Context: an optimization exercise on an open-source flow, tuned for small area and a short achievable clock period. The choices shown serve that exercise and are no tape-out recipe. Function was checked by simulation only, so behaviour that the tests miss may differ from the original. Power and IR drop assume default switching activity.

--- design/flow/design.v ---
package mips_pkg;
   localparam int INSTR_W    = 32;
   localparam int DATA_W     = 32;
   localparam int NUM_REGS   = 32;
   localparam int REG_ADDR_W = 5;
   localparam int IMM_W      = 16;
   localparam int PC_W       = 6;
   localparam logic [5:0] OP_RTYPE = 6'd0;
   localparam logic [5:0] OP_BEQZ  = 6'd4;
   localparam logic [5:0] OP_ADDIU = 6'd9;
   localparam logic [5:0] OP_HALT  = 6'd63;
   localparam logic [5:0] FN_ADDU  = 6'h21;
   localparam logic [5:0] FN_SUBU  = 6'h23;
   localparam logic [5:0] FN_AND   = 6'h24;
   localparam logic [5:0] FN_OR    = 6'h25;
   localparam logic [5:0] FN_SLT   = 6'h2a;
   localparam int IMEM_W = 27;
   localparam logic [2:0] CL_NOP  = 3'd0;
   localparam logic [2:0] CL_ADDU = 3'd1;
   localparam logic [2:0] CL_SUBU = 3'd2;
   localparam logic [2:0] CL_AND  = 3'd3;
   localparam logic [2:0] CL_OR   = 3'd4;
   localparam logic [2:0] CL_SLT  = 3'd5;
   localparam logic [2:0] CL_BEQZ = 3'd6;
   localparam logic [2:0] CL_HALT = 3'd7;
endpackage
module cell_ao22 (input logic a0, b0, a1, b1, output logic y);
   assign y = (a0 & b0) | (a1 & b1);
endmodule
module cell_aoi222 (input logic a0, b0, a1, b1, a2, b2, output logic y);
   assign y = ~((a0 & b0) | (a1 & b1) | (a2 & b2));
endmodule
module cell_nand2 (input logic a, b, output logic y);
   assign y = ~(a & b);
endmodule
module cell_nand3 (input logic a, b, c, output logic y);
   assign y = ~(a & b & c);
endmodule
module cell_nand4 (input logic a, b, c, d, output logic y);
   assign y = ~(a & b & c & d);
endmodule
module cell_nor2 (input logic a, b, output logic y);
   assign y = ~(a | b);
endmodule
module cell_inv (input logic a, output logic y);
   assign y = ~a;
endmodule
module cell_xor2 (input logic a, b, output logic y);
   assign y = a ^ b;
endmodule
module cell_aoi21 (input logic a1, a2, b1, output logic y);
   assign y = ~((a1 & a2) | b1);
endmodule
module cell_oai21 (input logic a1, a2, b1, output logic y);
   assign y = ~((a1 | a2) & b1);
endmodule
module cell_oai22 (input logic a1, a2, b1, b2, output logic y);
   assign y = ~((a1 | a2) & (b1 | b2));
endmodule
module cell_mux2 (input logic a0, a1, s, output logic y);
   assign y = s ? a1 : a0;
endmodule
module cell_a21o (input logic a1, a2, b1, output logic y);
   assign y = (a1 & a2) | b1;
endmodule
module cell_a221o (input logic a1, a2, b1, b2, c1, output logic y);
   assign y = (a1 & a2) | (b1 & b2) | c1;
endmodule
module cell_or3 (input logic a, b, c, output logic y);
   assign y = a | b | c;
endmodule
module store_bit
   (
      input  logic i_clock,
      input  logic i_we,
      input  logic i_keep,     
      input  logic i_data,
      output logic o_q
   );
   logic d;
   cell_ao22 u_hold (.a0(o_q), .b0(i_keep), .a1(i_data), .b1(i_we), .y(d));
   always_ff @(posedge i_clock) begin
      o_q <= d;
   end
endmodule
module read64
   (
      input  logic [63:0] i_data,
      input  logic [63:0] i_sel,
      output logic        o_y
   );
   logic [21:0] p;
   logic [5:0]  q;
   logic [2:0]  r;
   for (genvar k = 0; k < 21; k++) begin : g_t
      cell_aoi222 u_t (.a0(i_sel[3*k]),   .b0(i_data[3*k]),
                       .a1(i_sel[3*k+1]), .b1(i_data[3*k+1]),
                       .a2(i_sel[3*k+2]), .b2(i_data[3*k+2]), .y(p[k]));
   end
   cell_nand2 u_t21 (.a(i_sel[63]), .b(i_data[63]), .y(p[21]));
   cell_nand4 u_q0 (.a(p[0]),  .b(p[1]),  .c(p[2]),  .d(p[3]),  .y(q[0]));
   cell_nand4 u_q1 (.a(p[4]),  .b(p[5]),  .c(p[6]),  .d(p[7]),  .y(q[1]));
   cell_nand4 u_q2 (.a(p[8]),  .b(p[9]),  .c(p[10]), .d(p[11]), .y(q[2]));
   cell_nand4 u_q3 (.a(p[12]), .b(p[13]), .c(p[14]), .d(p[15]), .y(q[3]));
   cell_nand3 u_q4 (.a(p[16]), .b(p[17]), .c(p[18]), .y(q[4]));
   cell_nand3 u_q5 (.a(p[19]), .b(p[20]), .c(p[21]), .y(q[5]));
   cell_nor2  u_r0 (.a(q[0]), .b(q[1]), .y(r[0]));
   cell_nor2  u_r1 (.a(q[2]), .b(q[3]), .y(r[1]));
   cell_nor2  u_r2 (.a(q[4]), .b(q[5]), .y(r[2]));
   cell_nand3 u_y  (.a(r[0]), .b(r[1]), .c(r[2]), .y(o_y));
endmodule
module read31
   (
      input  logic [30:0] i_data,
      input  logic [30:0] i_sel,
      output logic        o_y
   );
   logic [10:0] p;
   logic [2:0]  q;
   for (genvar k = 0; k < 10; k++) begin : g_t
      cell_aoi222 u_t (.a0(i_sel[3*k]),   .b0(i_data[3*k]),
                       .a1(i_sel[3*k+1]), .b1(i_data[3*k+1]),
                       .a2(i_sel[3*k+2]), .b2(i_data[3*k+2]), .y(p[k]));
   end
   cell_nand2 u_t10 (.a(i_sel[30]), .b(i_data[30]), .y(p[10]));
   cell_nand4 u_q0 (.a(p[0]), .b(p[1]), .c(p[2]),  .d(p[3]), .y(q[0]));
   cell_nand4 u_q1 (.a(p[4]), .b(p[5]), .c(p[6]),  .d(p[7]), .y(q[1]));
   cell_nand3 u_q2 (.a(p[8]), .b(p[9]), .c(p[10]), .y(q[2]));
   cell_or3   u_y  (.a(q[0]), .b(q[1]), .c(q[2]), .y(o_y));
endmodule
`timescale 1ns/10ps
import mips_pkg::*;
module instr_fetch
   (
      input  logic               i_clock,
      input  logic               i_we,
      input  logic [PC_W-1:0]    i_waddr,
      input  logic [IMEM_W-1:0] i_wdata,
      input  logic [7:0]         i_raddr_hi,
      input  logic [7:0]         i_raddr_lo,
      output logic [IMEM_W-1:0] o_rdata,
      output logic [IMEM_W-1:0] o_word0
   );
   localparam int WORDS = 2**PC_W;
   logic [WORDS-1:0][IMEM_W-1:0] imem;
   logic [WORDS-1:0]              row_we;
   logic [WORDS-1:0]              row_keep;
   logic [WORDS-1:0]              row_sel;
   always_comb begin
      for (int w = 0; w < WORDS; w++) begin
         row_we[w]   = i_we && (i_waddr == w);
         row_keep[w] = !row_we[w];
         row_sel[w]  = i_raddr_hi[w / 8] && i_raddr_lo[w % 8];
      end
   end
   for (genvar w = 0; w < WORDS; w++) begin : g_word
      for (genvar b = 0; b < IMEM_W; b++) begin : g_bit
         store_bit u_bit (
            .i_clock (i_clock),
            .i_we    (row_we[w]),
            .i_keep  (row_keep[w]),
            .i_data  (i_wdata[b]),
            .o_q     (imem[w][b])
         );
      end
   end
   for (genvar b = 0; b < IMEM_W; b++) begin : g_read
      logic [WORDS-1:0] column;
      for (genvar w = 0; w < WORDS; w++) begin : g_col
         assign column[w] = imem[w][b];
      end
      read64 u_read (.i_data(column), .i_sel(row_sel), .o_y(o_rdata[b]));
   end
   assign o_word0 = imem[0];
endmodule
`timescale 1ns/10ps
import mips_pkg::*;
module encoder
   (
      input  logic [INSTR_W-1:0] i_instruction,
      output logic [IMEM_W-1:0]  o_word
   );
   logic [5:0] opcode;
   logic [5:0] funct;
   logic [2:0] cls;
   logic       addiu;
   assign opcode = i_instruction[31:26];
   assign funct  = i_instruction[5:0];
   assign addiu  = (opcode == OP_ADDIU);
   always_comb begin
      cls = CL_NOP;
      case (opcode)
         OP_RTYPE: begin
            case (funct)
               FN_ADDU: cls = CL_ADDU;
               FN_SUBU: cls = CL_SUBU;
               FN_AND:  cls = CL_AND;
               FN_OR:   cls = CL_OR;
               FN_SLT:  cls = CL_SLT;
               default: cls = CL_NOP;
            endcase
         end
         OP_BEQZ: cls = CL_BEQZ;
         OP_HALT: cls = CL_HALT;
         default: cls = CL_NOP;
      endcase
   end
   assign o_word = {addiu, i_instruction[25:11],
                    addiu ? i_instruction[10:8] : cls,
                    i_instruction[7:0]};
endmodule
module decoder
   (
      input  logic [IMEM_W-1:0]     i_word,
      output logic [REG_ADDR_W-1:0] o_reg_a,
      output logic [REG_ADDR_W-1:0] o_reg_b,
      output logic [REG_ADDR_W-1:0] o_reg_w,
      output logic [IMM_W-1:0]      o_immediate,
      output logic                  o_wr_en,
      output logic                  o_use_imm,
      output logic                  o_sub,       
      output logic                  o_sel_and,
      output logic                  o_sel_or,
      output logic                  o_sel_slt,
      output logic                  o_branch,
      output logic                  o_halt
   );
   logic       addiu;
   logic [2:0] cls;
   assign addiu       = i_word[26];
   assign cls         = i_word[10:8];
   assign o_reg_a     = i_word[25:21];
   assign o_reg_b     = i_word[20:16];
   assign o_immediate = i_word[15:0];
   assign o_reg_w   = addiu ? i_word[20:16] : i_word[15:11];
   assign o_use_imm = addiu;
   assign o_sub     = !addiu && (cls == CL_SUBU || cls == CL_SLT);
   assign o_sel_and = !addiu && (cls == CL_AND);
   assign o_sel_or  = !addiu && (cls == CL_OR);
   assign o_sel_slt = !addiu && (cls == CL_SLT);
   assign o_wr_en   = addiu || (cls != CL_NOP && cls != CL_BEQZ && cls != CL_HALT);
   assign o_branch  = !addiu && (cls == CL_BEQZ);
   assign o_halt    = !addiu && (cls == CL_HALT);
endmodule
`timescale 1ns/10ps
import mips_pkg::*;
module register_file
   (
      input  logic                  i_clock,
      input  logic                  i_arst_n,
      input  logic                  i_we,
      input  logic [REG_ADDR_W-1:0] i_waddr,
      input  logic [DATA_W-1:0]     i_wdata,
      input  logic                  i_wnonzero,
      input  logic [REG_ADDR_W-1:0] i_raddr_a,
      input  logic [REG_ADDR_W-1:0] i_raddr_b,
      output logic [DATA_W-1:0]     o_rdata_a,
      output logic [DATA_W-1:0]     o_rdata_b,
      output logic                  o_rzero_a
   );
   localparam int N = NUM_REGS - 1;    
   logic [N-1:0][DATA_W-1:0] regs;
   logic [N-1:0]             nonzero;
   logic [N-1:0]             row_we;
   logic [N-1:0]             row_keep;
   logic [N-1:0]             sel_a;
   logic [N-1:0]             sel_b;
   always_comb begin
      for (int r = 0; r < N; r++) begin
         row_we[r]   = i_we && (i_waddr == r + 1);
         row_keep[r] = !row_we[r];
         sel_a[r]    = (i_raddr_a == r + 1) && nonzero[r];
         sel_b[r]    = (i_raddr_b == r + 1) && nonzero[r];
      end
   end
   always_ff @(posedge i_clock or negedge i_arst_n) begin
      if (!i_arst_n) begin
         nonzero <= '0;
      end else begin
         for (int r = 0; r < N; r++) begin
            if (row_we[r]) begin
               nonzero[r] <= i_wnonzero;
            end
         end
      end
   end
   for (genvar r = 0; r < N; r++) begin : g_reg
      for (genvar b = 0; b < DATA_W; b++) begin : g_bit
         store_bit u_bit (
            .i_clock (i_clock),
            .i_we    (row_we[r]),
            .i_keep  (row_keep[r]),
            .i_data  (i_wdata[b]),
            .o_q     (regs[r][b])
         );
      end
   end
   for (genvar b = 0; b < DATA_W; b++) begin : g_read
      logic [N-1:0] column;
      for (genvar r = 0; r < N; r++) begin : g_col
         assign column[r] = regs[r][b];
      end
      read31 u_read_a (.i_data(column), .i_sel(sel_a), .o_y(o_rdata_a[b]));
      read31 u_read_b (.i_data(column), .i_sel(sel_b), .o_y(o_rdata_b[b]));
   end
   assign o_rzero_a = !(|sel_a);
endmodule
`timescale 1ns/10ps
import mips_pkg::*;
module instr_decode
   (
      input  logic [REG_ADDR_W-1:0] i_reg_a,
      input  logic [REG_ADDR_W-1:0] i_reg_b,
      input  logic [DATA_W-1:0]     i_rdata_a,
      input  logic [DATA_W-1:0]     i_rdata_b,
      input  logic                  i_rzero_a,
      input  logic                  i_fwd_en,
      input  logic [REG_ADDR_W-1:0] i_fwd_reg,
      input  logic [DATA_W-1:0]     i_fwd_data,
      input  logic                  i_fwd_zero,
      input  logic                  i_use_imm,
      input  logic                  i_sub,
      input  logic [IMM_W-1:0]      i_immediate,
      output logic [DATA_W-1:0]     o_op_a,
      output logic [DATA_W-1:0]     o_op_b,
      output logic                  o_a_zero
   );
   logic fwd_a;
   logic fwd_b;
   logic [DATA_W-1:0] data_b;
   assign fwd_a = i_fwd_en && (i_fwd_reg == i_reg_a);
   assign fwd_b = i_fwd_en && (i_fwd_reg == i_reg_b);
   assign o_op_a   = (fwd_a ? i_fwd_data : i_rdata_a) ^ {DATA_W{i_sub}};
   assign o_a_zero = fwd_a ? i_fwd_zero : i_rzero_a;
   assign data_b   = fwd_b ? i_fwd_data : i_rdata_b;
   assign o_op_b   = i_use_imm ? {{(DATA_W-IMM_W){i_immediate[IMM_W-1]}}, i_immediate}
                               : data_b;
endmodule
`timescale 1ns/10ps
import mips_pkg::*;
module execute
   (
      input  logic [DATA_W-1:0] i_op_ax,
      input  logic [DATA_W-1:0] i_op_b,
      input  logic              i_sub,
      input  logic              i_sel_and,
      input  logic              i_sel_or,
      input  logic              i_sel_slt,
      output logic [DATA_W-1:0] o_result,
      output logic [DATA_W-1:0] o_result_port    
   );
   localparam int N      = DATA_W;
   localparam int LEVELS = 5;    
   logic [N-1:0] g [0:LEVELS];
   logic [N-1:0] t [0:LEVELS];
   logic [N-1:0] p;
   logic [N-1:0] carry;
   logic [N-1:0] sum;
   logic [N-1:0] logic_r;
   logic         sel_arith;
   logic         nsel_and;
   logic         nsel_or;
   logic [N-1:0] a_x;
   logic [N-1:0] axb;
   assign a_x = i_op_ax;
   for (genvar i = 0; i < N; i++) begin : g_l0
      cell_nand2 u_g (.a(a_x[i]), .b(i_op_b[i]), .y(g[0][i]));
      if (i > 0) begin : g_t
         cell_nor2 u_t (.a(a_x[i]), .b(i_op_b[i]), .y(t[0][i]));
      end else begin : g_not
         assign t[0][i] = 1'b0;
      end
   end
   for (genvar i = 0; i < N; i++) begin : g_p
      cell_xor2 u_q (.a(a_x[i]), .b(i_op_b[i]), .y(axb[i]));
      cell_xor2 u_p (.a(axb[i]), .b(i_sub), .y(p[i]));
   end
   for (genvar k = 1; k <= LEVELS; k++) begin : g_lvl
      localparam int D = 2**(k-1);
      for (genvar i = 0; i < N; i++) begin : g_bit
         if (i < D) begin : g_pass
            cell_inv u_g (.a(g[k-1][i]), .y(g[k][i]));
            assign t[k][i] = 1'b0;
         end else if (k % 2 == 1) begin : g_pos
            cell_oai21 u_g (.a1(t[k-1][i]), .a2(g[k-1][i-D]), .b1(g[k-1][i]), .y(g[k][i]));
            if (i >= 2*D) begin : g_t
               cell_nor2 u_t (.a(t[k-1][i]), .b(t[k-1][i-D]), .y(t[k][i]));
            end else begin : g_not
               assign t[k][i] = 1'b0;
            end
         end else begin : g_neg
            cell_aoi21 u_g (.a1(t[k-1][i]), .a2(g[k-1][i-D]), .b1(g[k-1][i]), .y(g[k][i]));
            if (i >= 2*D) begin : g_t
               cell_nand2 u_t (.a(t[k-1][i]), .b(t[k-1][i-D]), .y(t[k][i]));
            end else begin : g_not
               assign t[k][i] = 1'b0;
            end
         end
      end
   end
   assign carry = {g[LEVELS][N-2:0], 1'b0};
   for (genvar i = 0; i < N; i++) begin : g_sum
      cell_xor2 u_s (.a(p[i]), .b(carry[i]), .y(sum[i]));
   end
   logic slt_carry;
   logic early0;
   assign slt_carry = i_sel_slt && !p[N-1];
   assign sel_arith = !(i_sel_and || i_sel_or || i_sel_slt);
   assign nsel_and  = !i_sel_and;
   assign nsel_or   = !i_sel_or;
   logic or0_n;
   cell_nor2  u_or0  (.a(a_x[0]), .b(i_op_b[0]), .y(or0_n));
   cell_oai22 u_l0   (.a1(nsel_and), .a2(g[0][0]), .b1(nsel_or), .b2(or0_n), .y(logic_r[0]));
   assign early0 = (sel_arith && p[0]) || logic_r[0] ||
                   (i_sel_slt && p[N-1] && (a_x[N-1] ^ i_sub));
   cell_a21o  u_r0   (.a1(slt_carry), .a2(carry[N-1]), .b1(early0), .y(o_result[0]));
   cell_a21o  u_o0   (.a1(slt_carry), .a2(carry[N-1]), .b1(early0), .y(o_result_port[0]));
   for (genvar i = 1; i < N; i++) begin : g_res
      cell_oai22 u_l (.a1(nsel_and), .a2(g[0][i]), .b1(nsel_or), .b2(t[0][i]), .y(logic_r[i]));
      cell_a21o  u_r (.a1(sum[i]), .a2(sel_arith), .b1(logic_r[i]), .y(o_result[i]));
      cell_a21o  u_o (.a1(sum[i]), .a2(sel_arith), .b1(logic_r[i]), .y(o_result_port[i]));
   end
endmodule
`timescale 1ns/10ps
import mips_pkg::*;
module mips_core
   (
      input  logic                  i_clock,
      input  logic                  i_arst_n,
      input  logic                  i_run,
      input  logic                  i_load_en,
      input  logic [PC_W-1:0]       i_load_addr,
      input  logic [INSTR_W-1:0]    i_load_data,
      output logic [PC_W-1:0]       o_pc,
      output logic                  o_halt,
      output logic                  o_wb_en,
      output logic [REG_ADDR_W-1:0] o_wb_reg,
      output logic [DATA_W-1:0]     o_wb_data
   );
   logic [PC_W-1:0]       pc;
   logic                  halted;
   logic                  cur_wr_en;
   logic [REG_ADDR_W-1:0] cur_wr_reg;
   logic [DATA_W-1:0]     cur_op_a;       
   logic [DATA_W-1:0]     cur_op_b;
   logic                  cur_sub;
   logic                  cur_sel_and;
   logic                  cur_sel_or;
   logic                  cur_sel_slt;
   logic                  cur_halt;
   logic [PC_W-1:0]       cur_next_pc;    
   logic [7:0]            cur_fetch_hi;   
   logic [7:0]            cur_fetch_lo;   
   logic              wr;
   logic [DATA_W-1:0] result;
   logic [DATA_W-1:0] result_port;
   logic              result_zero;
   execute u_execute_1 (
      .i_op_ax   (cur_op_a),
      .i_op_b    (cur_op_b),
      .i_sub     (cur_sub),
      .i_sel_and (cur_sel_and),
      .i_sel_or  (cur_sel_or),
      .i_sel_slt (cur_sel_slt),
      .o_result      (result),
      .o_result_port (result_port)
   );
   assign wr          = cur_wr_en && i_run;
   assign result_zero = (result == '0);
   assign o_pc      = pc;
   assign o_halt    = halted;
   assign o_wb_en   = wr;
   assign o_wb_reg  = cur_wr_reg;
   assign o_wb_data = result_port;
   always_ff @(posedge i_clock or negedge i_arst_n) begin
      if (!i_arst_n) begin
         pc     <= '0;
         halted <= 1'b0;
      end else if (i_run) begin
         pc <= cur_next_pc;
         if (cur_halt) begin
            halted <= 1'b1;
         end
      end
   end
   logic                  load_we;
   logic [IMEM_W-1:0]     load_word;
   logic [IMEM_W-1:0]     fetch_word;
   logic [IMEM_W-1:0]     word0;
   logic [REG_ADDR_W-1:0] rd_reg_a;
   logic [REG_ADDR_W-1:0] rd_reg_b;
   logic [DATA_W-1:0]     rdata_a;
   logic [DATA_W-1:0]     rdata_b;
   logic                  rzero_a;
   assign load_we = i_load_en && !i_run;
   encoder u_encoder_1 (
      .i_instruction (i_load_data),
      .o_word        (load_word)
   );
   instr_fetch u_instr_fetch_1 (
      .i_clock (i_clock),
      .i_we    (load_we),
      .i_waddr (i_load_addr),
      .i_wdata (load_word),
      .i_raddr_hi (cur_fetch_hi),
      .i_raddr_lo (cur_fetch_lo),
      .o_rdata (fetch_word),
      .o_word0 (word0)
   );
   assign rd_reg_a = i_run ? fetch_word[25:21] : i_load_data[25:21];
   assign rd_reg_b = i_run ? fetch_word[20:16] : i_load_data[20:16];
   register_file u_register_file_1 (
      .i_clock    (i_clock),
      .i_arst_n   (i_arst_n),
      .i_we       (wr),
      .i_waddr    (cur_wr_reg),
      .i_wdata    (result),
      .i_wnonzero (!result_zero),
      .i_raddr_a  (rd_reg_a),
      .i_raddr_b  (rd_reg_b),
      .o_rdata_a  (rdata_a),
      .o_rdata_b  (rdata_b),
      .o_rzero_a  (rzero_a)
   );
   logic                  load_hit;
   logic                  update;
   logic [IMEM_W-1:0]     nxt_word;
   logic [PC_W-1:0]       nxt_pc;
   logic [REG_ADDR_W-1:0] nxt_reg_a;
   logic [REG_ADDR_W-1:0] nxt_reg_b;
   logic [REG_ADDR_W-1:0] nxt_wr_reg;
   logic [IMM_W-1:0]      nxt_imm;
   logic                  nxt_wr_en;
   logic                  nxt_use_imm;
   logic                  nxt_sub;
   logic                  nxt_sel_and;
   logic                  nxt_sel_or;
   logic                  nxt_sel_slt;
   logic                  nxt_branch;
   logic                  nxt_halt;
   logic [DATA_W-1:0]     nxt_op_a;
   logic [DATA_W-1:0]     nxt_op_b;
   logic                  nxt_a_zero;
   logic [PC_W-1:0]       nxt_pc_plus1;
   logic [PC_W-1:0]       nxt_next_pc;
   assign load_hit = load_we && (i_load_addr == pc);
   assign update = !i_arst_n || (i_run ? !cur_halt : (load_hit && !halted));
   always_comb begin
      if (!i_arst_n) begin
         nxt_word = load_hit ? load_word : word0;
      end else if (i_run) begin
         nxt_word = fetch_word;
      end else begin
         nxt_word = load_word;
      end
   end
   assign nxt_pc = (i_run && i_arst_n) ? cur_next_pc : pc;
   decoder u_decoder_1 (
      .i_word        (nxt_word),
      .o_reg_a       (nxt_reg_a),
      .o_reg_b       (nxt_reg_b),
      .o_reg_w       (nxt_wr_reg),
      .o_immediate   (nxt_imm),
      .o_wr_en       (nxt_wr_en),
      .o_use_imm     (nxt_use_imm),
      .o_sub         (nxt_sub),
      .o_sel_and     (nxt_sel_and),
      .o_sel_or      (nxt_sel_or),
      .o_sel_slt     (nxt_sel_slt),
      .o_branch      (nxt_branch),
      .o_halt        (nxt_halt)
   );
   instr_decode u_instr_decode_1 (
      .i_reg_a     (rd_reg_a),
      .i_reg_b     (rd_reg_b),
      .i_rdata_a   (rdata_a),
      .i_rdata_b   (rdata_b),
      .i_rzero_a   (rzero_a),
      .i_fwd_en    (wr && i_arst_n && (cur_wr_reg != '0)),
      .i_fwd_reg   (cur_wr_reg),
      .i_fwd_data  (result),
      .i_fwd_zero  (result_zero),
      .i_use_imm   (nxt_use_imm),
      .i_sub       (nxt_sub),
      .i_immediate (nxt_imm),
      .o_op_a      (nxt_op_a),
      .o_op_b      (nxt_op_b),
      .o_a_zero    (nxt_a_zero)
   );
   assign nxt_pc_plus1 = nxt_pc + 1'b1;
   always_comb begin
      if (nxt_halt) begin
         nxt_next_pc = nxt_pc;
      end else if (nxt_branch && nxt_a_zero) begin
         nxt_next_pc = nxt_pc_plus1 + nxt_imm[PC_W-1:0];
      end else begin
         nxt_next_pc = nxt_pc_plus1;
      end
   end
   always_ff @(posedge i_clock) begin
      if (update) begin
         cur_wr_en   <= nxt_wr_en;
         cur_wr_reg  <= nxt_wr_reg;
         cur_op_a    <= nxt_op_a;
         cur_op_b    <= nxt_op_b;
         cur_sub     <= nxt_sub;
         cur_sel_and <= nxt_sel_and;
         cur_sel_or  <= nxt_sel_or;
         cur_sel_slt <= nxt_sel_slt;
         cur_halt    <= nxt_halt;
         cur_next_pc <= nxt_next_pc;
         for (int i = 0; i < 8; i++) begin
            cur_fetch_hi[i] <= (nxt_next_pc[5:3] == i);
            cur_fetch_lo[i] <= (nxt_next_pc[2:0] == i);
         end
      end
   end
endmodule
--- design/flow/flow/run.sh ---
#!/bin/bash
# Layout flow: the standard flow (standard.sh) with two changes made for
# timing, not for what is measured:
#  - the setup margin that timing repair aims for is raised, so the resizer
#    keeps shortening the critical paths below the clock period;
#  - ports are buffered with sky130_fd_sc_hd__buf_4 instead of the default
#    cell, so that repair can size them like any other buffer.
# The synthesis is the standard one. Each step's output goes to its own log
# in this folder (ORFS also keeps its per-stage logs under orfs/logs).
set -euo pipefail
MARGIN=6.85
bash standard.sh synth > log_synth.txt 2>&1
sed -e "s/SETUP_SLACK_MARGIN=[^ ]*/SETUP_SLACK_MARGIN=${MARGIN}/" standard.sh > layout.sh
export BUFFER_PORTS_ARGS="-buffer_cell sky130_fd_sc_hd__buf_4"
bash layout.sh floorplan > log_floorplan.txt 2>&1
bash layout.sh place > log_place.txt 2>&1
bash layout.sh cts > log_cts.txt 2>&1
bash layout.sh route > log_route.txt 2>&1
bash layout.sh finish > log_finish.txt 2>&1
--- design/flow/standard.sh ---
#!/bin/bash
# synth_recipe.tcl (not shown) runs the flow's synth.tcl, then flattens the netlist and writes it again
# the make line also repeats each setting of config.mk as NAME=value (left out here)
make -C /OpenROAD-flow-scripts/flow DESIGN_CONFIG=/design/flow/config.mk WORK_HOME=/design/flow/orfs CLKGATE_MAP_FILE= SYNTH_SCRIPT=/design/flow/synth_recipe.tcl "${@:-finish}"
--- design/flow/config.mk ---
export PLATFORM = sky130hd
export DESIGN_NAME = mips_core
export DESIGN_NICKNAME = mips_core
export VERILOG_FILES = /design/flow/design.v
export SDC_FILE = /design/flow/constraint.sdc
export NUM_CORES = 8
export LEC_CHECK = 0
export CAP_MARGIN = 20
export CORE_MARGIN = 2
export CORE_UTILIZATION = 45
export CTS_CLUSTER_DIAMETER = 60
export CTS_CLUSTER_SIZE = 20
export PLACE_DENSITY = 0.5
export SETUP_SLACK_MARGIN = 3
export SLEW_MARGIN = 20
export SYNTH_HIERARCHICAL = 1
export SYNTH_MINIMUM_KEEP_SIZE = 0
--- design/flow/constraint.sdc ---
create_clock -name core_clock -period 12.5 [get_ports {i_clock}]
set_input_delay 2.5000 -clock core_clock [delete_from_list [all_inputs] [get_ports {i_clock}]]
set_output_delay 2.5000 -clock core_clock [all_outputs]
set_load 0.01 [all_outputs]
==> metrics.cfg, run 1 <==
[outcome]
outcome = finished clean

[critical_path]
startpoint_type = flip-flop
end_kind = flip-flop
ff2ff_setup_slack_ns = 6.25
reg2reg_depth = 18
cp.arrival_ns = 6.88
timing.rr.end = cur_op_a[5]
worstReg2RegStart = cur_fetch_hi[5]
worstSetupPathType = reg2reg
cp-endpoint = cur_op_a[5]
critPathRequiredTime_ns = 13.12
critPathLaunch = cur_fetch_hi[5]
path_max_fanout = 8

[detailed_routing]
first_pass_iters = 17
vias = 103000
drc = 0
first_iter_violations = 24000
avgViaCountPerCell = 7.75
wl_per_cell_microns = 40.5
routed_wl_mm = 538
ant_nets = 0

[global_routing]
gr-total-overflow = 0
track_usage_pct = 40.6
grt_pass1_vias = 92200
grt_pass1_wl_mm = 727
grt_antenna_before_repair = 33
grt_max_degree = 116

[clock_network]
cts_sinks = 2855
cts_tree = done
h-tree-depth = 4
root_buffer = clkbuf_16
postCtsHoldBufs = 0
clock_path_buffers = 3
clk-insertion-delay-late_ns = 0.90
cts-buffers-inserted = 200
clk_pin_slew_ns = 0.09

[power_and_ir_drop]
comb_power_share_pct = 30.3
switching_share_pct = 37.4
p_per_area_mw_per_mm2 = 221
p_switching_mw = 10.5
p_seq_share_pct = 43.8
p_leak_nw = 48.5
pwr-share-clk_pct = 25.9
intPower_mw = 17.7
irDropWorstVdd_mv = 0.185

[timing]
rsz0062_at_grt = true
hold_violations = 0
finalSetupViolCount = 0
fin_skew_ns = 0.0596
hold_slack_ns = 0.488
max_slew_margin_pct = 17.6
timing.final.crit_share_pct = 50.0
maxSlewViolCount = 0
tightest_slew_ns = 1.23
fin_crit_ns = 6.25
finalSetupTns_ns = 0
timing.fmax_mhz = 160

[finish]
area_delta_synth_final_pct = 17.4
num-fill-cells = 20700
multiInputGateArea_sq_mm = 0.0512
regArea_sq_mm = 0.0583
largest-register = u_instr_fetch_1.g_word.g_bit.u_bit.o_q
nNetsFinal = 9949
drive_above_1_share_pct = 16.1
reg_top3 = u_instr_fetch_1.g_word.g_bit.u_bit.o_q (1728), u_register_file_1.g.g_bit.u_bit.o_q (992)
postLayoutCellArea_sq_mm = 0.128
layout.cells.non_filler = 13300
largest_register_ffs = 1728

[placement]
place_area_sq_mm = 0.115
placed_cells = 12600
hpwl_mm = 305
gp_congestion = 0.972
io_buffers = 86

[floorplan]
start_util_pct = 45.2
io_pins = 87
core_sq_mm = 0.240
die-width_microns = 495
rows = 180
dieArea_sq_mm = 0.245
dieHeight_microns = 495

[yosys]
yosysWarnings = 15
synth.cell_area_sq_mm = 0.109
syn_nets = 9236
synth_cells = 9187
syn_avg_cell_area_sq_um = 11.8

[hold_path]
min_path_type = reg2reg

[flow_run]
max_cap_viol_count = 0

## through the flow
step	util (%)	power [mW]	worst slack, ns
global route	53.0	28.8	6.32
floorplan	-	16.2	5.72
finish	53.1	28.2	6.25
CTS	51.9	27.2	6.78
global placement	48.0	19.4	5.03
detailed placement	48.1	19.5	4.85
## how the worst min path moves through the flow
stage / start / end / slack [ns] / cells past startpoint
6_report: u_instr_fetch_1.g_word[30].g_bit[14].u_bit.o_q / u_instr_fetch_1.g_word[30].g_bit[14].u_bit.o_q / 0.49 / 1
5_1_grt: u_instr_fetch_1.g_word[7].g_bit[24].u_bit.o_q / u_instr_fetch_1.g_word[7].g_bit[24].u_bit.o_q / 0.50 / 1
4_1_cts: u_instr_fetch_1.g_word[12].g_bit[22].u_bit.o_q / u_instr_fetch_1.g_word[12].g_bit[22].u_bit.o_q / 0.49 / 1
3_5_place_dp: u_instr_fetch_1.g_word[6].g_bit[2].u_bit.o_q / u_instr_fetch_1.g_word[6].g_bit[2].u_bit.o_q / 0.47 / 1
3_3_place_gp: u_instr_fetch_1.g_word[42].g_bit[11].u_bit.o_q / u_instr_fetch_1.g_word[42].g_bit[11].u_bit.o_q / 0.46 / 1
2_1_floorplan: u_instr_fetch_1.g_word[0].g_bit[21].u_bit.o_q / u_instr_fetch_1.g_word[0].g_bit[21].u_bit.o_q / 0.45 / 1
## layout make-up
| type | count | area share (%) |
|---|---|---|
| flip-flops and latches | 2855 | 45.7 |
| multi-input cells | 6073 | 40.1 |
| repair buffers | 673 | 5.12 |
| clock buffers | 235 | 4.26 |
| well taps | 3185 | 3.13 |
| clock inverters | 119 | 1.27 |
| inverters | 97 | 0.295 |
| diodes | 39 | 0.0765 |
## metal layers
metal / up-vias / GRT usage [%] / part of all wire (%)
met5: - / 1.04 / 0.15
met4: 30 / 13.5 / 3.8
met3: 1154 / 16.9 / 16
met2: 8066 / 54.4 / 39
met1: 52300 / 57.8 / 41
li1: 41400 / - / -
## power by group through the flow
stage	logic [mW]	registers (mW)	clock network (mW)
final	8.55	12.3	7.31
after global routing	8.69	12.5	7.67
after CTS	7.62	12.2	7.35
after detailed placement	7.05	12.4	0
after global placement	6.98	12.4	0
after floorplan	4.17	12.0	0
## cells in the final DEF (no fill, tap or decap), types with 41 or more instances in the layout
cell type	instances
a21o_1	69
a21oi_2	54
a222oi_1	1207
a22o_1	2723
buf_12	51
buf_4	527
buf_6	54
clkbuf_16	224
dfxtp_1	2720
edfxtp_1	97
inv_1	74
mux2_2	41
nand2_1	269
nand2_2	41
nand3_1	158
nand4_1	246
nor2_1	171
nor2_2	70
nor2_4	57
nor2b_1	110
o21ai_1	41
o22ai_1	54
or3_4	52
xor2_1	96
## what timing repair did
item | 4_1_cts | 5_1_grt
pin swaps | 107 | 375
setup buffers | 71 | 141
gates resized for setup | 309 | 256
gates cloned | 18 | 25
endpoints found under the setup margin | 114 | 107
## critical path, stage by stage (launching register included)
cell      delay, ns
edfxtp_1       0.55
and2_4         0.27
buf_12         0.14
buf_4          0.15
buf_4          0.14
a222oi_1       0.44
nand4_1        0.48
nor2_4         0.33
nand3_1        0.11
mux2_4         0.35
and3b_2        0.29
and3_4         0.25
buf_12         0.16
a222oi_1       0.30
nand4_1        0.91
or3_4          0.76
nor2b_4        0.14
o22ai_2        0.10
nand2_1        0.07
==> run 2: changes to the inputs <==
--- a/design/flow/design.v
+++ b/design/flow/design.v
@@ -27,6 +27,9 @@
 module cell_ao22 (input logic a0, b0, a1, b1, output logic y);
    assign y = (a0 & b0) | (a1 & b1);
 endmodule
+module cell_aoi22 (input logic a0, b0, a1, b1, output logic y);
+   assign y = ~((a0 & b0) | (a1 & b1));
+endmodule
 module cell_aoi222 (input logic a0, b0, a1, b1, a2, b2, output logic y);
    assign y = ~((a0 & b0) | (a1 & b1) | (a2 & b2));
 endmodule
@@ -39,6 +42,9 @@
 module cell_nand4 (input logic a, b, c, d, output logic y);
    assign y = ~(a & b & c & d);
 endmodule
+module cell_and2 (input logic a, b, output logic y);
+   assign y = a & b;
+endmodule
 module cell_nor2 (input logic a, b, output logic y);
    assign y = ~(a | b);
 endmodule
@@ -109,10 +115,10 @@
    cell_nor2  u_r2 (.a(q[4]), .b(q[5]), .y(r[2]));
    cell_nand3 u_y  (.a(r[0]), .b(r[1]), .c(r[2]), .y(o_y));
 endmodule
-module read31
+module read32
    (
-      input  logic [30:0] i_data,
-      input  logic [30:0] i_sel,
+      input  logic [31:0] i_data,
+      input  logic [31:0] i_sel,
       output logic        o_y
    );
    logic [10:0] p;
@@ -122,7 +128,7 @@
                        .a1(i_sel[3*k+1]), .b1(i_data[3*k+1]),
                        .a2(i_sel[3*k+2]), .b2(i_data[3*k+2]), .y(p[k]));
    end
-   cell_nand2 u_t10 (.a(i_sel[30]), .b(i_data[30]), .y(p[10]));
+   cell_aoi22 u_t10 (.a0(i_sel[30]), .b0(i_data[30]), .a1(i_sel[31]), .b1(i_data[31]), .y(p[10]));
    cell_nand4 u_q0 (.a(p[0]), .b(p[1]), .c(p[2]),  .d(p[3]), .y(q[0]));
    cell_nand4 u_q1 (.a(p[4]), .b(p[5]), .c(p[6]),  .d(p[7]), .y(q[1]));
    cell_nand3 u_q2 (.a(p[8]), .b(p[9]), .c(p[10]), .y(q[2]));
@@ -252,6 +258,7 @@
       input  logic [REG_ADDR_W-1:0] i_waddr,
       input  logic [DATA_W-1:0]     i_wdata,
       input  logic                  i_wnonzero,
+      input  logic                  i_fwd_en,    
       input  logic [REG_ADDR_W-1:0] i_raddr_a,
       input  logic [REG_ADDR_W-1:0] i_raddr_b,
       output logic [DATA_W-1:0]     o_rdata_a,
@@ -265,12 +272,16 @@
    logic [N-1:0]             row_keep;
    logic [N-1:0]             sel_a;
    logic [N-1:0]             sel_b;
+   logic                     fwd_a;
+   logic                     fwd_b;
+   assign fwd_a = i_fwd_en && (i_waddr == i_raddr_a) && (i_raddr_a != '0);
+   assign fwd_b = i_fwd_en && (i_waddr == i_raddr_b) && (i_raddr_b != '0);
    always_comb begin
       for (int r = 0; r < N; r++) begin
          row_we[r]   = i_we && (i_waddr == r + 1);
          row_keep[r] = !row_we[r];
-         sel_a[r]    = (i_raddr_a == r + 1) && nonzero[r];
-         sel_b[r]    = (i_raddr_b == r + 1) && nonzero[r];
+         sel_a[r]    = (i_raddr_a == r + 1) && nonzero[r] && !row_we[r];
+         sel_b[r]    = (i_raddr_b == r + 1) && nonzero[r] && !row_we[r];
       end
    end
    always_ff @(posedge i_clock or negedge i_arst_n) begin
@@ -300,41 +311,28 @@
       for (genvar r = 0; r < N; r++) begin : g_col
          assign column[r] = regs[r][b];
       end
-      read31 u_read_a (.i_data(column), .i_sel(sel_a), .o_y(o_rdata_a[b]));
-      read31 u_read_b (.i_data(column), .i_sel(sel_b), .o_y(o_rdata_b[b]));
+      read32 u_read_a (.i_data({i_wdata[b], column}), .i_sel({fwd_a, sel_a}), .o_y(o_rdata_a[b]));
+      read32 u_read_b (.i_data({i_wdata[b], column}), .i_sel({fwd_b, sel_b}), .o_y(o_rdata_b[b]));
    end
-   assign o_rzero_a = !(|sel_a);
+   logic [NUM_REGS-1:0] nonzero_0;
+   assign nonzero_0 = {nonzero, 1'b0};
+   assign o_rzero_a = fwd_a ? !i_wnonzero : !nonzero_0[i_raddr_a];
 endmodule
 `timescale 1ns/10ps
 import mips_pkg::*;
 module instr_decode
    (
-      input  logic [REG_ADDR_W-1:0] i_reg_a,
-      input  logic [REG_ADDR_W-1:0] i_reg_b,
       input  logic [DATA_W-1:0]     i_rdata_a,
       input  logic [DATA_W-1:0]     i_rdata_b,
-      input  logic                  i_rzero_a,
-      input  logic                  i_fwd_en,
-      input  logic [REG_ADDR_W-1:0] i_fwd_reg,
-      input  logic [DATA_W-1:0]     i_fwd_data,
-      input  logic                  i_fwd_zero,
       input  logic                  i_use_imm,
       input  logic                  i_sub,
       input  logic [IMM_W-1:0]      i_immediate,
       output logic [DATA_W-1:0]     o_op_a,
-      output logic [DATA_W-1:0]     o_op_b,
-      output logic                  o_a_zero
+      output logic [DATA_W-1:0]     o_op_b
    );
-   logic fwd_a;
-   logic fwd_b;
-   logic [DATA_W-1:0] data_b;
-   assign fwd_a = i_fwd_en && (i_fwd_reg == i_reg_a);
-   assign fwd_b = i_fwd_en && (i_fwd_reg == i_reg_b);
-   assign o_op_a   = (fwd_a ? i_fwd_data : i_rdata_a) ^ {DATA_W{i_sub}};
-   assign o_a_zero = fwd_a ? i_fwd_zero : i_rzero_a;
-   assign data_b   = fwd_b ? i_fwd_data : i_rdata_b;
-   assign o_op_b   = i_use_imm ? {{(DATA_W-IMM_W){i_immediate[IMM_W-1]}}, i_immediate}
-                               : data_b;
+   assign o_op_a = i_rdata_a ^ {DATA_W{i_sub}};
+   assign o_op_b = i_use_imm ? {{(DATA_W-IMM_W){i_immediate[IMM_W-1]}}, i_immediate}
+                             : i_rdata_b;
 endmodule
 `timescale 1ns/10ps
 import mips_pkg::*;
@@ -516,6 +514,7 @@
       .i_waddr    (cur_wr_reg),
       .i_wdata    (result),
       .i_wnonzero (!result_zero),
+      .i_fwd_en   (wr && i_arst_n),
       .i_raddr_a  (rd_reg_a),
       .i_raddr_b  (rd_reg_b),
       .o_rdata_a  (rdata_a),
@@ -571,48 +570,55 @@
       .o_halt        (nxt_halt)
    );
    instr_decode u_instr_decode_1 (
-      .i_reg_a     (rd_reg_a),
-      .i_reg_b     (rd_reg_b),
       .i_rdata_a   (rdata_a),
       .i_rdata_b   (rdata_b),
-      .i_rzero_a   (rzero_a),
-      .i_fwd_en    (wr && i_arst_n && (cur_wr_reg != '0)),
-      .i_fwd_reg   (cur_wr_reg),
-      .i_fwd_data  (result),
-      .i_fwd_zero  (result_zero),
       .i_use_imm   (nxt_use_imm),
       .i_sub       (nxt_sub),
       .i_immediate (nxt_imm),
       .o_op_a      (nxt_op_a),
-      .o_op_b      (nxt_op_b),
-      .o_a_zero    (nxt_a_zero)
+      .o_op_b      (nxt_op_b)
    );
+   assign nxt_a_zero = rzero_a;
    assign nxt_pc_plus1 = nxt_pc + 1'b1;
+   logic [PC_W-1:0] seq_pc;
+   logic [PC_W-1:0] tgt_pc;
+   logic            taken;
+   logic [21:0]     seq_code;    
+   logic [21:0]     tgt_code;
+   logic [21:0]     nxt_code;
+   assign seq_pc = nxt_halt ? nxt_pc : nxt_pc_plus1;
+   assign tgt_pc = nxt_pc_plus1 + nxt_imm[PC_W-1:0];
    always_comb begin
-      if (nxt_halt) begin
-         nxt_next_pc = nxt_pc;
-      end else if (nxt_branch && nxt_a_zero) begin
-         nxt_next_pc = nxt_pc_plus1 + nxt_imm[PC_W-1:0];
-      end else begin
-         nxt_next_pc = nxt_pc_plus1;
-      end
-   end
-   always_ff @(posedge i_clock) begin
-      if (update) begin
-         cur_wr_en   <= nxt_wr_en;
-         cur_wr_reg  <= nxt_wr_reg;
-         cur_op_a    <= nxt_op_a;
-         cur_op_b    <= nxt_op_b;
-         cur_sub     <= nxt_sub;
-         cur_sel_and <= nxt_sel_and;
-         cur_sel_or  <= nxt_sel_or;
-         cur_sel_slt <= nxt_sel_slt;
-         cur_halt    <= nxt_halt;
-         cur_next_pc <= nxt_next_pc;
-         for (int i = 0; i < 8; i++) begin
-            cur_fetch_hi[i] <= (nxt_next_pc[5:3] == i);
-            cur_fetch_lo[i] <= (nxt_next_pc[2:0] == i);
-         end
-      end
+      for (int i = 0; i < 8; i++) begin
+         seq_code[i]     = (seq_pc[2:0] == i);
+         seq_code[8 + i] = (seq_pc[5:3] == i);
+         tgt_code[i]     = (tgt_pc[2:0] == i);
+         tgt_code[8 + i] = (tgt_pc[5:3] == i);
+      end
+      seq_code[21:16] = seq_pc;
+      tgt_code[21:16] = tgt_pc;
+   end
+   cell_and2 u_taken (.a(nxt_branch), .b(nxt_a_zero), .y(taken));
+   for (genvar i = 0; i < 22; i++) begin : g_next
+      cell_mux2 u_sel (.a0(seq_code[i]), .a1(tgt_code[i]), .s(taken), .y(nxt_code[i]));
+   end
+   assign nxt_next_pc = nxt_code[21:16];
+   localparam int STATE_W = 1 + REG_ADDR_W + 2*DATA_W + 5 + PC_W + 16;
+   logic [STATE_W-1:0] nxt_state;
+   logic [STATE_W-1:0] cur_state;
+   logic               keep;
+   assign nxt_state = {nxt_wr_en, nxt_wr_reg, nxt_op_a, nxt_op_b, nxt_sub, nxt_sel_and,
+                       nxt_sel_or, nxt_sel_slt, nxt_halt, nxt_next_pc, nxt_code[15:0]};
+   assign {cur_wr_en, cur_wr_reg, cur_op_a, cur_op_b, cur_sub, cur_sel_and,
+           cur_sel_or, cur_sel_slt, cur_halt, cur_next_pc, cur_fetch_hi, cur_fetch_lo} = cur_state;
+   assign keep = !update;
+   for (genvar i = 0; i < STATE_W; i++) begin : g_state
+      store_bit u_bit (
+         .i_clock (i_clock),
+         .i_we    (update),
+         .i_keep  (keep),
+         .i_data  (nxt_state[i]),
+         .o_q     (cur_state[i])
+      );
    end
 endmodule
--- a/design/flow/flow/run.sh
+++ b/design/flow/flow/run.sh
@@ -8,7 +8,7 @@
 # The synthesis is the standard one. Each step's output goes to its own log
 # in this folder (ORFS also keeps its per-stage logs under orfs/logs).
 set -euo pipefail
-MARGIN=6.85
+MARGIN=7
 bash standard.sh synth > log_synth.txt 2>&1
 sed -e "s/SETUP_SLACK_MARGIN=[^ ]*/SETUP_SLACK_MARGIN=${MARGIN}/" standard.sh > layout.sh
 export BUFFER_PORTS_ARGS="-buffer_cell sky130_fd_sc_hd__buf_4"
--- a/design/flow/config.mk
+++ b/design/flow/config.mk
@@ -10,7 +10,6 @@
 export CORE_UTILIZATION = 45
 export CTS_CLUSTER_DIAMETER = 60
 export CTS_CLUSTER_SIZE = 20
-export PLACE_DENSITY = 0.5
 export SETUP_SLACK_MARGIN = 3
 export SLEW_MARGIN = 20
 export SYNTH_HIERARCHICAL = 1
==> run 2 against run 1 <==
  * Worst hold slack lost 0.0012 ns
  * Non-clock buffer count shrank 105
  * Synthesized area shrank 0.46%
  * Largest cell class unchanged
==> metrics.cfg, run 2 <==
[clock_network]
cts-buffers-inserted = 193  ; -3.5%
clock_path_buffers = 3  ; unchanged
cts_tree = done
root_buffer = clkbuf_16
clk-insertion-delay-late_ns = 0.92  ; +0.02 ns
clk_pin_slew_ns = 0.08  ; about the same
cts_sinks = 2855  ; unchanged
h-tree-depth = 4  ; unchanged

[finish]
drive_above_1_share_pct = 16.9  ; +0.79 points
num-fill-cells = 20400  ; -1.6%
multiInputGateArea_sq_mm = 0.0530  ; +3.6%
largest-register = u_instr_fetch_1.g_word.g_bit.u_bit.o_q
mostFrequentLayoutCells = 2,817 x a22o_1, 2,749 x dfxtp_1, 1,207 x a222oi_1
reg_top3 = u_instr_fetch_1.g_word.g_bit.u_bit.o_q (1728), u_register_file_1.g.g_bit.u_bit.o_q (992), g_state.u_bit.o_q (97)
largest_register_ffs = 1728  ; unchanged
fin_util_pct = 53.2  ; +0.17 points
nNetsFinal = 9717  ; -2.3%
area_delta_synth_final_pct = 17.4  ; about the same
regArea_sq_mm = 0.0575  ; -1.4%
layout_commonest_cell = a22o_1
layout.cells.non_filler = 13000  ; -2.3%

[timing]
finalSetupTns_ns = 0  ; unchanged
fin_crit_ns = 5.89  ; -0.366 ns
tightest_slew_ns = 1.24  ; +0.00668 ns
fin_skew_ns = 0.0420  ; -0.0176 ns
hold_violations = 0  ; unchanged
timing.fmax_mhz = 170  ; +6.2%
maxSlewViolCount = 0  ; unchanged
rsz0062_at_grt = true
max_slew_margin_pct = 17.0  ; -0.62 points
finalSetupViolCount = 0  ; unchanged
timing.final.crit_share_pct = 47.1  ; -2.9 points

[detailed_routing]
first_iter_violations = 21400  ; -11%
vias = 101000  ; -2.2%
routed_wl_mm = 508  ; -5.6%
avgViaCountPerCell = 7.75  ; about the same
ant_nets = 0  ; unchanged
drc = 0  ; unchanged
wl_per_cell_microns = 39.1  ; -3.5%
first_pass_iters = 12  ; -5

[critical_path]
crit_buf_inv = 3  ; -1
crit_path_cell_trace = buf_12 -> and2_4 -> buf_12 -> a222oi_1 -> nand4_1 -> nor2_4 -> nand3_1 -> mux2_4 -> nand2_8 -> nor2_1 -> nand2_1 -> nor2_4 -> buf_6 -> a222oi_1 -> nand4_1 -> or3_1 -> xor2_1 -> a22o_1
worstSetupPathType = reg2reg
max_stage_delay_ns = 0.71  ; -0.20 ns
critical-path-top-delay-family = simple AND/OR/NAND/NOR gates
crit_slowest_cell = a222oi_1
timing.rr.end = g_state[82].u_bit.o_q
end_kind = flip-flop
crit_cells = 18  ; unchanged
critPathLaunch = g_state[1].u_bit.o_q
startpoint_type = flip-flop
path_max_fanout = 32  ; +24
critPathRequiredTime_ns = 13.29  ; +0.17 ns
worstReg2RegStart = g_state[1].u_bit.o_q
reg2reg_depth = 18  ; unchanged
ff2ff_setup_slack_ns = 6.61  ; +0.37 ns
cp.arrival_ns = 6.67  ; -0.21 ns

[power_and_ir_drop]
irDropWorstVdd_mv = 0.138  ; -26%
p_per_area_mw_per_mm2 = 151  ; -32%
p_leak_nw = 48.6  ; +0.14%

[outcome]
outcome = finished clean

[floorplan]
rows = 179  ; -0.56%
core_sq_mm = 0.239  ; -0.74%
die-width_microns = 494  ; -0.23%
start_util_pct = 45.3  ; +0.13 points
dieArea_sq_mm = 0.244  ; -0.46%
dieHeight_microns = 494  ; -0.23%
io_pins = 87  ; unchanged

[yosys]
syn_nets = 9080  ; -1.7%
syn_avg_cell_area_sq_um = 12.0  ; +1.3%
yosysWarnings = 15  ; unchanged
synth.cell_area_sq_mm = 0.108  ; -0.46%
synth_cells = 9030  ; -1.7%

[hold_path]
min_from = u_instr_fetch_1.g_word[58].g_bit[20].u_bit.o_q
min_path_type = reg2reg
whs_path_depth = 1  ; unchanged
hold_end = u_instr_fetch_1.g_word[58].g_bit[20].u_bit.o_q

[global_routing]
grt_antenna_before_repair = 20  ; -39%
grt_pass1_vias = 94900  ; +2.9%
gr-total-overflow = 0  ; unchanged
grt_pass1_wl_mm = 701  ; -3.6%
grt_max_degree = 73  ; -37%
track_usage_pct = 38.8  ; -1.8 points

[placement]
hpwl_mm = 285  ; -6.6%
placed_cells = 12500  ; -1.2%
io_buffers = 86  ; unchanged
gp_congestion = 0.974  ; +0.22%

[flow_run]
max_cap_viol_count = 0  ; unchanged

run 2: power breakdown:
part           internal [mW]  switching (mW)  total [mW]
sequential              9.55           0.380        9.93
combinational          0.880            1.39        2.27
clock                   3.42            3.54        6.96
run 2: how the worst max path moves through the flow:
stage / end / slack (ns)
final: g_state[82].u_bit.o_q / 6.61
after detailed placement: g_state[15].u_bit.o_q / 4.90
after global routing: g_state[82].u_bit.o_q / 6.81
after global placement: g_state[15].u_bit.o_q / 4.99
after CTS: o_wb_en / 6.91
after floorplan: g_state[13].u_bit.o_q / 5.71
run 2: worst register-to-register path, stage by stage (launching register included):
cell,delay [ns]
dfxtp_4,0.38
buf_12,0.15
and2_4,0.16
buf_12,0.14
a222oi_1,0.72
nand4_1,0.48
nor2_4,0.41
nand3_1,0.19
mux2_4,0.44
nand2_8,0.21
nor2_1,0.06
nand2_1,0.13
nor2_4,0.04
buf_6,0.27
a222oi_1,0.42
nand4_1,0.63
or3_1,0.59
xor2_1,0.17
a22o_1,0.21
run 2: area by class of cell:
| type | count | share of cell area, % |
|---|---|---|
| tap | 3167 | 3.12 |
| antenna | 13 | 0.0256 |
| timing repair inverter | 1 | 0.00591 |
| clock inverter | 102 | 1.13 |
| clock buffer | 223 | 4.04 |
| sequential | 2855 | 45.3 |
| timing repair buffer | 568 | 4.36 |
| multi-input combinational | 5963 | 41.8 |
| inverter | 85 | 0.260 |
run 2: repair_timing:
action,CTS,global route
gates resized for setup,389,276
setup endpoints to repair,125,109
hold buffers,0,0
pin swaps,88,222
gates cloned,10,26
setup buffers,29,98
run 2: metal layers:
metal	GRT usage (%)	routed length (microns)	vias to the layer above
met5	0.0587	222	-
met4	32.2	49300	21
met3	9.48	61300	1927
met2	57.0	214000	8093
met1	47.9	183000	49800
li1	-	-	40700
run 2: per-stage QoR:
stage / worst slack (ns) / total power, mW / cell area, sq um / hold WS (ns)
global route: 6.81 / 19.6 / 127000 / 0.499
finish: 6.61 / 19.2 / 127000 / 0.487
detailed placement: 4.90 / 12.1 / 116000 / 0.469
global placement: 4.99 / 12.1 / 116000 / 0.465
floorplan: 5.71 / 11.3 / 109000 / 0.434
CTS: 6.91 / 19.0 / 124000 / 0.489
==> run 3: changes to the inputs <==
--- a/design/flow/design.v
+++ b/design/flow/design.v
@@ -254,11 +254,11 @@
    (
       input  logic                  i_clock,
       input  logic                  i_arst_n,
-      input  logic                  i_we,
+      input  logic                  i_we,        
+      input  logic                  i_go,        
       input  logic [REG_ADDR_W-1:0] i_waddr,
       input  logic [DATA_W-1:0]     i_wdata,
       input  logic                  i_wnonzero,
-      input  logic                  i_fwd_en,    
       input  logic [REG_ADDR_W-1:0] i_raddr_a,
       input  logic [REG_ADDR_W-1:0] i_raddr_b,
       output logic [DATA_W-1:0]     o_rdata_a,
@@ -268,20 +268,26 @@
    localparam int N = NUM_REGS - 1;    
    logic [N-1:0][DATA_W-1:0] regs;
    logic [N-1:0]             nonzero;
-   logic [N-1:0]             row_we;
+   logic [N-1:0]             row_hit;     
+   logic [N-1:0]             row_we;      
    logic [N-1:0]             row_keep;
+   logic [N-1:0]             row_open;    
    logic [N-1:0]             sel_a;
    logic [N-1:0]             sel_b;
    logic                     fwd_a;
    logic                     fwd_b;
-   assign fwd_a = i_fwd_en && (i_waddr == i_raddr_a) && (i_raddr_a != '0);
-   assign fwd_b = i_fwd_en && (i_waddr == i_raddr_b) && (i_raddr_b != '0);
+   assign fwd_a = i_go && i_arst_n && i_we && (i_waddr == i_raddr_a) && (i_raddr_a != '0);
+   assign fwd_b = i_go && i_arst_n && i_we && (i_waddr == i_raddr_b) && (i_raddr_b != '0);
+   for (genvar r = 0; r < N; r++) begin : g_row
+      cell_and2  u_we   (.a(row_hit[r]), .b(i_go), .y(row_we[r]));
+      cell_nand2 u_open (.a(row_hit[r]), .b(i_go), .y(row_open[r]));
+   end
    always_comb begin
       for (int r = 0; r < N; r++) begin
-         row_we[r]   = i_we && (i_waddr == r + 1);
-         row_keep[r] = !row_we[r];
-         sel_a[r]    = (i_raddr_a == r + 1) && nonzero[r] && !row_we[r];
-         sel_b[r]    = (i_raddr_b == r + 1) && nonzero[r] && !row_we[r];
+         row_hit[r]  = i_we && (i_waddr == r + 1);
+         row_keep[r] = row_open[r];
+         sel_a[r]    = (i_raddr_a == r + 1) && nonzero[r] && row_open[r];
+         sel_b[r]    = (i_raddr_b == r + 1) && nonzero[r] && row_open[r];
       end
    end
    always_ff @(posedge i_clock or negedge i_arst_n) begin
@@ -449,7 +455,6 @@
    logic [PC_W-1:0]       cur_next_pc;    
    logic [7:0]            cur_fetch_hi;   
    logic [7:0]            cur_fetch_lo;   
-   logic              wr;
    logic [DATA_W-1:0] result;
    logic [DATA_W-1:0] result_port;
    logic              result_zero;
@@ -463,11 +468,10 @@
       .o_result      (result),
       .o_result_port (result_port)
    );
-   assign wr          = cur_wr_en && i_run;
    assign result_zero = (result == '0);
    assign o_pc      = pc;
    assign o_halt    = halted;
-   assign o_wb_en   = wr;
+   cell_and2 u_wb_en (.a(cur_wr_en), .b(i_run), .y(o_wb_en));
    assign o_wb_reg  = cur_wr_reg;
    assign o_wb_data = result_port;
    always_ff @(posedge i_clock or negedge i_arst_n) begin
@@ -510,11 +514,11 @@
    register_file u_register_file_1 (
       .i_clock    (i_clock),
       .i_arst_n   (i_arst_n),
-      .i_we       (wr),
+      .i_we       (cur_wr_en),
+      .i_go       (i_run),
       .i_waddr    (cur_wr_reg),
       .i_wdata    (result),
       .i_wnonzero (!result_zero),
-      .i_fwd_en   (wr && i_arst_n),
       .i_raddr_a  (rd_reg_a),
       .i_raddr_b  (rd_reg_b),
       .o_rdata_a  (rdata_a),
==> design/flow/flow/run.sh (replaced) <==
#!/bin/bash
# Layout flow: the standard flow (standard.sh) with these changes, made for
# timing, not for what is measured:
#  - the setup margin that timing repair aims for is raised, so the resizer
#    keeps shortening the critical paths below the clock period;
#  - ports are buffered with sky130_fd_sc_hd__buf_4 instead of the default
#    cell, so that repair can size them like any other buffer;
#  - the pins i_run and o_wb_en are placed next to each other (flow/io.tcl).
# The synthesis is the standard one. Each step's output goes to its own log
# in this folder (ORFS also keeps its per-stage logs under orfs/logs).
set -euo pipefail
MARGIN=7
bash standard.sh synth > log_synth.txt 2>&1
sed -e "s/SETUP_SLACK_MARGIN=[^ ]*/SETUP_SLACK_MARGIN=${MARGIN}/" standard.sh > layout.sh
export BUFFER_PORTS_ARGS="-buffer_cell sky130_fd_sc_hd__buf_4"
export PRE_IO_PLACEMENT_TCL="$PWD/flow/io.tcl"
bash layout.sh floorplan > log_floorplan.txt 2>&1
bash layout.sh place > log_place.txt 2>&1
bash layout.sh cts > log_cts.txt 2>&1
bash layout.sh route > log_route.txt 2>&1
bash layout.sh finish > log_finish.txt 2>&1
==> design/flow/flow/io.tcl (new file) <==
# Keep i_run and o_wb_en, the ends of the one path from an input straight to
# an output, next to each other on the die's edge.
set_io_pin_constraint -pin_names {i_run o_wb_en} -group -order
--- a/design/flow/config.mk
+++ b/design/flow/config.mk
@@ -7,7 +7,7 @@
 export LEC_CHECK = 0
 export CAP_MARGIN = 20
 export CORE_MARGIN = 2
-export CORE_UTILIZATION = 45
+export CORE_UTILIZATION = 52
 export CTS_CLUSTER_DIAMETER = 60
 export CTS_CLUSTER_SIZE = 20
 export SETUP_SLACK_MARGIN = 3
==> run 3 against run 2 <==
  * Still clean
  * Die area down 13%
  * First-iteration DRC count up 6.9%
  * Clock skew up 0.0036 ns
  * Setup slack better by 0.16 ns
  * Cell count down 3.0%
  * Via count up 1.5%
  * Clock power down 2%
  * Sequential power about the same
  * Combinational power up 2%
  * Worst hold slack better by 0.00050 ns
  * Sequential share of layout area up 0.67 points
  * Clock-buffer cell count up 2
  * Largest cell class unchanged
==> metrics.cfg, run 3 <==
[timing]
timing.final.crit_share_pct = 45.8  ; -1.3 points
fin_crit_ns = 5.72  ; -0.163 ns
finalSetupTns_ns = 0  ; unchanged
maxSlewViolCount = 0  ; unchanged
timing.fmax_mhz = 175  ; +2.9%
finalSetupViolCount = 0  ; unchanged
tightest_slew_ns = 1.34  ; +0.0994 ns
finalWorstSetupSlack_ns = 6.78  ; +0.163 ns
fin_skew_ns = 0.0456  ; +0.00360 ns
hold_violations = 0  ; unchanged
max_slew_margin_pct = 10.7  ; -6.3 points
rsz0062_at_grt = true

[global_routing]
gr-total-overflow = 0  ; unchanged
grt_pass1_wl_mm = 709  ; +1.2%
track_usage_pct = 45.6  ; +6.8 points
grt_antenna_before_repair = 29  ; +45%
grt_max_degree = 68  ; -6.8%
grt_pass1_vias = 94500  ; -0.45%

[yosys]
syn_avg_cell_area_sq_um = 12.0  ; +0.17%
syn_nets = 9093  ; +0.14%
synth.cell_area_sq_mm = 0.109  ; +0.32%
yosysWarnings = 15  ; unchanged
synth_cells = 9043  ; +0.14%

[floorplan]
die-width_microns = 461  ; -6.8%
dieArea_sq_mm = 0.212  ; -13%
io_pins = 87  ; unchanged
dieHeight_microns = 461  ; -6.8%
rows = 167  ; -6.7%
start_util_pct = 52.3  ; +7.0 points
core_sq_mm = 0.207  ; -13%

[detailed_routing]
avgViaCountPerCell = 8.11  ; +4.6%
ant_nets = 0  ; unchanged
first_pass_iters = 12  ; unchanged
wl_per_cell_microns = 41.1  ; +5.0%
first_iter_violations = 22900  ; +6.9%
drc = 0  ; unchanged
routed_wl_mm = 517  ; +1.9%
vias = 102000  ; +1.5%

[critical_path]
crit_path_cell_trace = and2_4 -> buf_12 -> a222oi_1 -> nand4_1 -> nor2_4 -> nand3_4 -> mux2_4 -> nor2b_1 -> nand2_2 -> nor4_4 -> buf_6 -> a222oi_1 -> nand4_1 -> or3_1 -> xor2_1 -> a22o_1
crit_slowest_cell = a222oi_1
critPathRequiredTime_ns = 13.29  ; about the same
cp.arrival_ns = 6.51  ; -0.16 ns
worstSetupPathType = reg2reg
critical-path-top-delay-family = simple AND/OR/NAND/NOR gates
path_max_fanout = 32  ; unchanged
end_kind = flip-flop
startpoint_type = flip-flop
crit_buf_inv = 2  ; -1
max_stage_delay_ns = 0.73  ; +0.02 ns

[clock_network]
clk_pin_slew_ns = 0.08  ; about the same
clock_path_buffers = 3  ; unchanged
cts_tree = done
h-tree-depth = 4  ; unchanged
clk-insertion-delay-late_ns = 0.90  ; -0.02 ns
root_buffer = clkbuf_16
cts_sinks = 2855  ; unchanged
postCtsHoldBufs = 0  ; unchanged
cts-buffers-inserted = 188  ; -2.6%

[finish]
layout_commonest_cell = a22o_1
nNetsFinal = 9710  ; -0.072%
largest_register_ffs = 1728  ; unchanged
reg_top3 = u_instr_fetch_1.g_word.g_bit.u_bit.o_q (1728), u_register_file_1.g.g_bit.u_bit.o_q (992), g_state.u_bit.o_q (97)
layout.cells.non_filler = 12600  ; -3.0%
mostFrequentLayoutCells = 2,818 x a22o_1, 2,745 x dfxtp_1, 1,207 x a222oi_1
drive_above_1_share_pct = 16.0  ; -0.88 points
area_delta_synth_final_pct = 15.3
largest-register = u_instr_fetch_1.g_word.g_bit.u_bit.o_q

[outcome]
outcome = finished clean

[placement]
hpwl_mm = 299  ; +4.9%
placed_cells = 12100  ; -2.8%
dpl_worst_slack_ns = 5.02  ; +0.123 ns
io_buffers = 86  ; unchanged
gp_congestion = 0.972  ; -0.23%

[hold_path]
min_path_type = reg2reg

[power_and_ir_drop]
p_per_area_mw_per_mm2 = 152  ; +0.79%
p_leak_nw = 47.9  ; -1.4%
irDropWorstVdd_mv = 0.159  ; +16%

[flow_run]
max_cap_viol_count = 0  ; unchanged

## run 3: metal layers
| metal | global-route usage, % | share of wire (%) | vias up |
|---|---|---|---|
| met3 | 15.6 | 14 | 1963 |
| li1 | - | - | 40700 |
| met5 | 0 | 0.057 | - |
| met1 | 57.5 | 36 | 50700 |
| met4 | 32.2 | 8.2 | 34 |
| met2 | 64.9 | 41 | 8662 |
## run 3: area by class of cell
| class | instances | area, sq um |
|---|---|---|
| Multi-Input combinational cell | 6010 | 52200 |
| Clock buffer | 225 | 5070 |
| Fill cell | 16900 | 82200 |
| Tap cell | 2788 | 3490 |
| Timing Repair Buffer | 555 | 5350 |
| Inverter | 50 | 203 |
| Antenna cell | 13 | 32.5 |
| Sequential cell | 2855 | 57500 |
| Clock inverter | 96 | 1230 |
## run 3: power breakdown
| group | switching [mW] | internal (mW) |
|---|---|---|
| Combinational | 1.42 | 0.887 |
| Clock | 3.50 | 3.30 |
| Sequential | 0.358 | 9.56 |
| Total | 5.28 | 13.7 |
## run 3: final timing paths
check	start	to	slack [ns]	cells past startpoint
worst max-delay path	g_state[10].u_bit.o_q	g_state[71].u_bit.o_q	6.78	16
worst min-delay path	g_state[22].u_bit.o_q	halted	0.49	2
worst max register to register	g_state[10].u_bit.o_q	g_state[71].u_bit.o_q	6.78	16
worst min register to register	g_state[22].u_bit.o_q	halted	0.49	2
max in group asynchronous	i_arst_n	u_register_file_1.nonzero[12]	10.46	2
min in group asynchronous	i_arst_n	u_register_file_1.nonzero[3]	1.49	1
## run 3: per-stage QoR
step / util, % / cell area (sq um) / hold slack, ns / total power [mW]
after floorplan: - / 109000 / 0.436 / 11.3
after global placement: 55.7 / 115000 / 0.464 / 12.1
after detailed placement: 55.7 / 115000 / 0.469 / 12.1
after CTS: 59.4 / 123000 / 0.489 / 18.8
after global routing: 60.3 / 125000 / 0.491 / 19.5
final: 60.3 / 125000 / 0.488 / 19.0
## run 3: repair_timing
action / 4_1_cts / 5_1_grt
resized for setup: 280 / 228
gates cloned: 15 / 18
endpoints found under the setup margin: 112 / 110
pin swaps: 78 / 89
setup buffers: 35 / 65
## run 3: worst reg2reg max path, delay by kind of cell (launching register included)
| kind | cells | cell delay, ns |
|---|---|---|
| XOR/XNOR | 1 | 0.18 |
| flip-flops | 1 | 0.37 |
| multiplexers | 1 | 0.40 |
| buffers and inverters | 2 | 0.38 |
| AO/OA/AOI/OAI | 3 | 1.37 |
| AND/OR/NAND/NOR | 9 | 2.94 |

==> port drivers added, routing unchanged <==
The flow's constraints put no driver on any port. The routed layouts listed below were extracted and timed again, unchanged, in two steps. Step 1 sets driving cells, clkbuf_16 on the clock port and buf_2 on the other inputs (assumed; they add their load-dependent delay and slew). Step 2 also shifts input and output timing later by t, the mid clock arrival at the registers, as if the neighbouring blocks saw the same clock. Slacks: ideal / step 1 / step 2; pairs: ideal / step 1.
run | shift t [ns] | setup WS [ns] | slew at the worst register clock pin (ns) | worst slew at a driven data input, ns | pins driven straight from the clock port
run 1 | 0.966 | 6.248 / 6.248 / 5.718 | 0.09 / 0.09 | 0.31 | 1
run 2 | 0.986 | 6.614 / 6.614 / 5.812 | 0.09 / 0.09 | 0.19 | 1
run 3 | 0.982 | 6.778 / 6.578 / 5.778 | 0.09 / 0.09 | 0.46 | 1
After both steps every run listed still meets setup and hold. For run 3, which loses most, drivers alone change the setup slack by -0.200 ns; drivers and shift together by -1.000 ns.
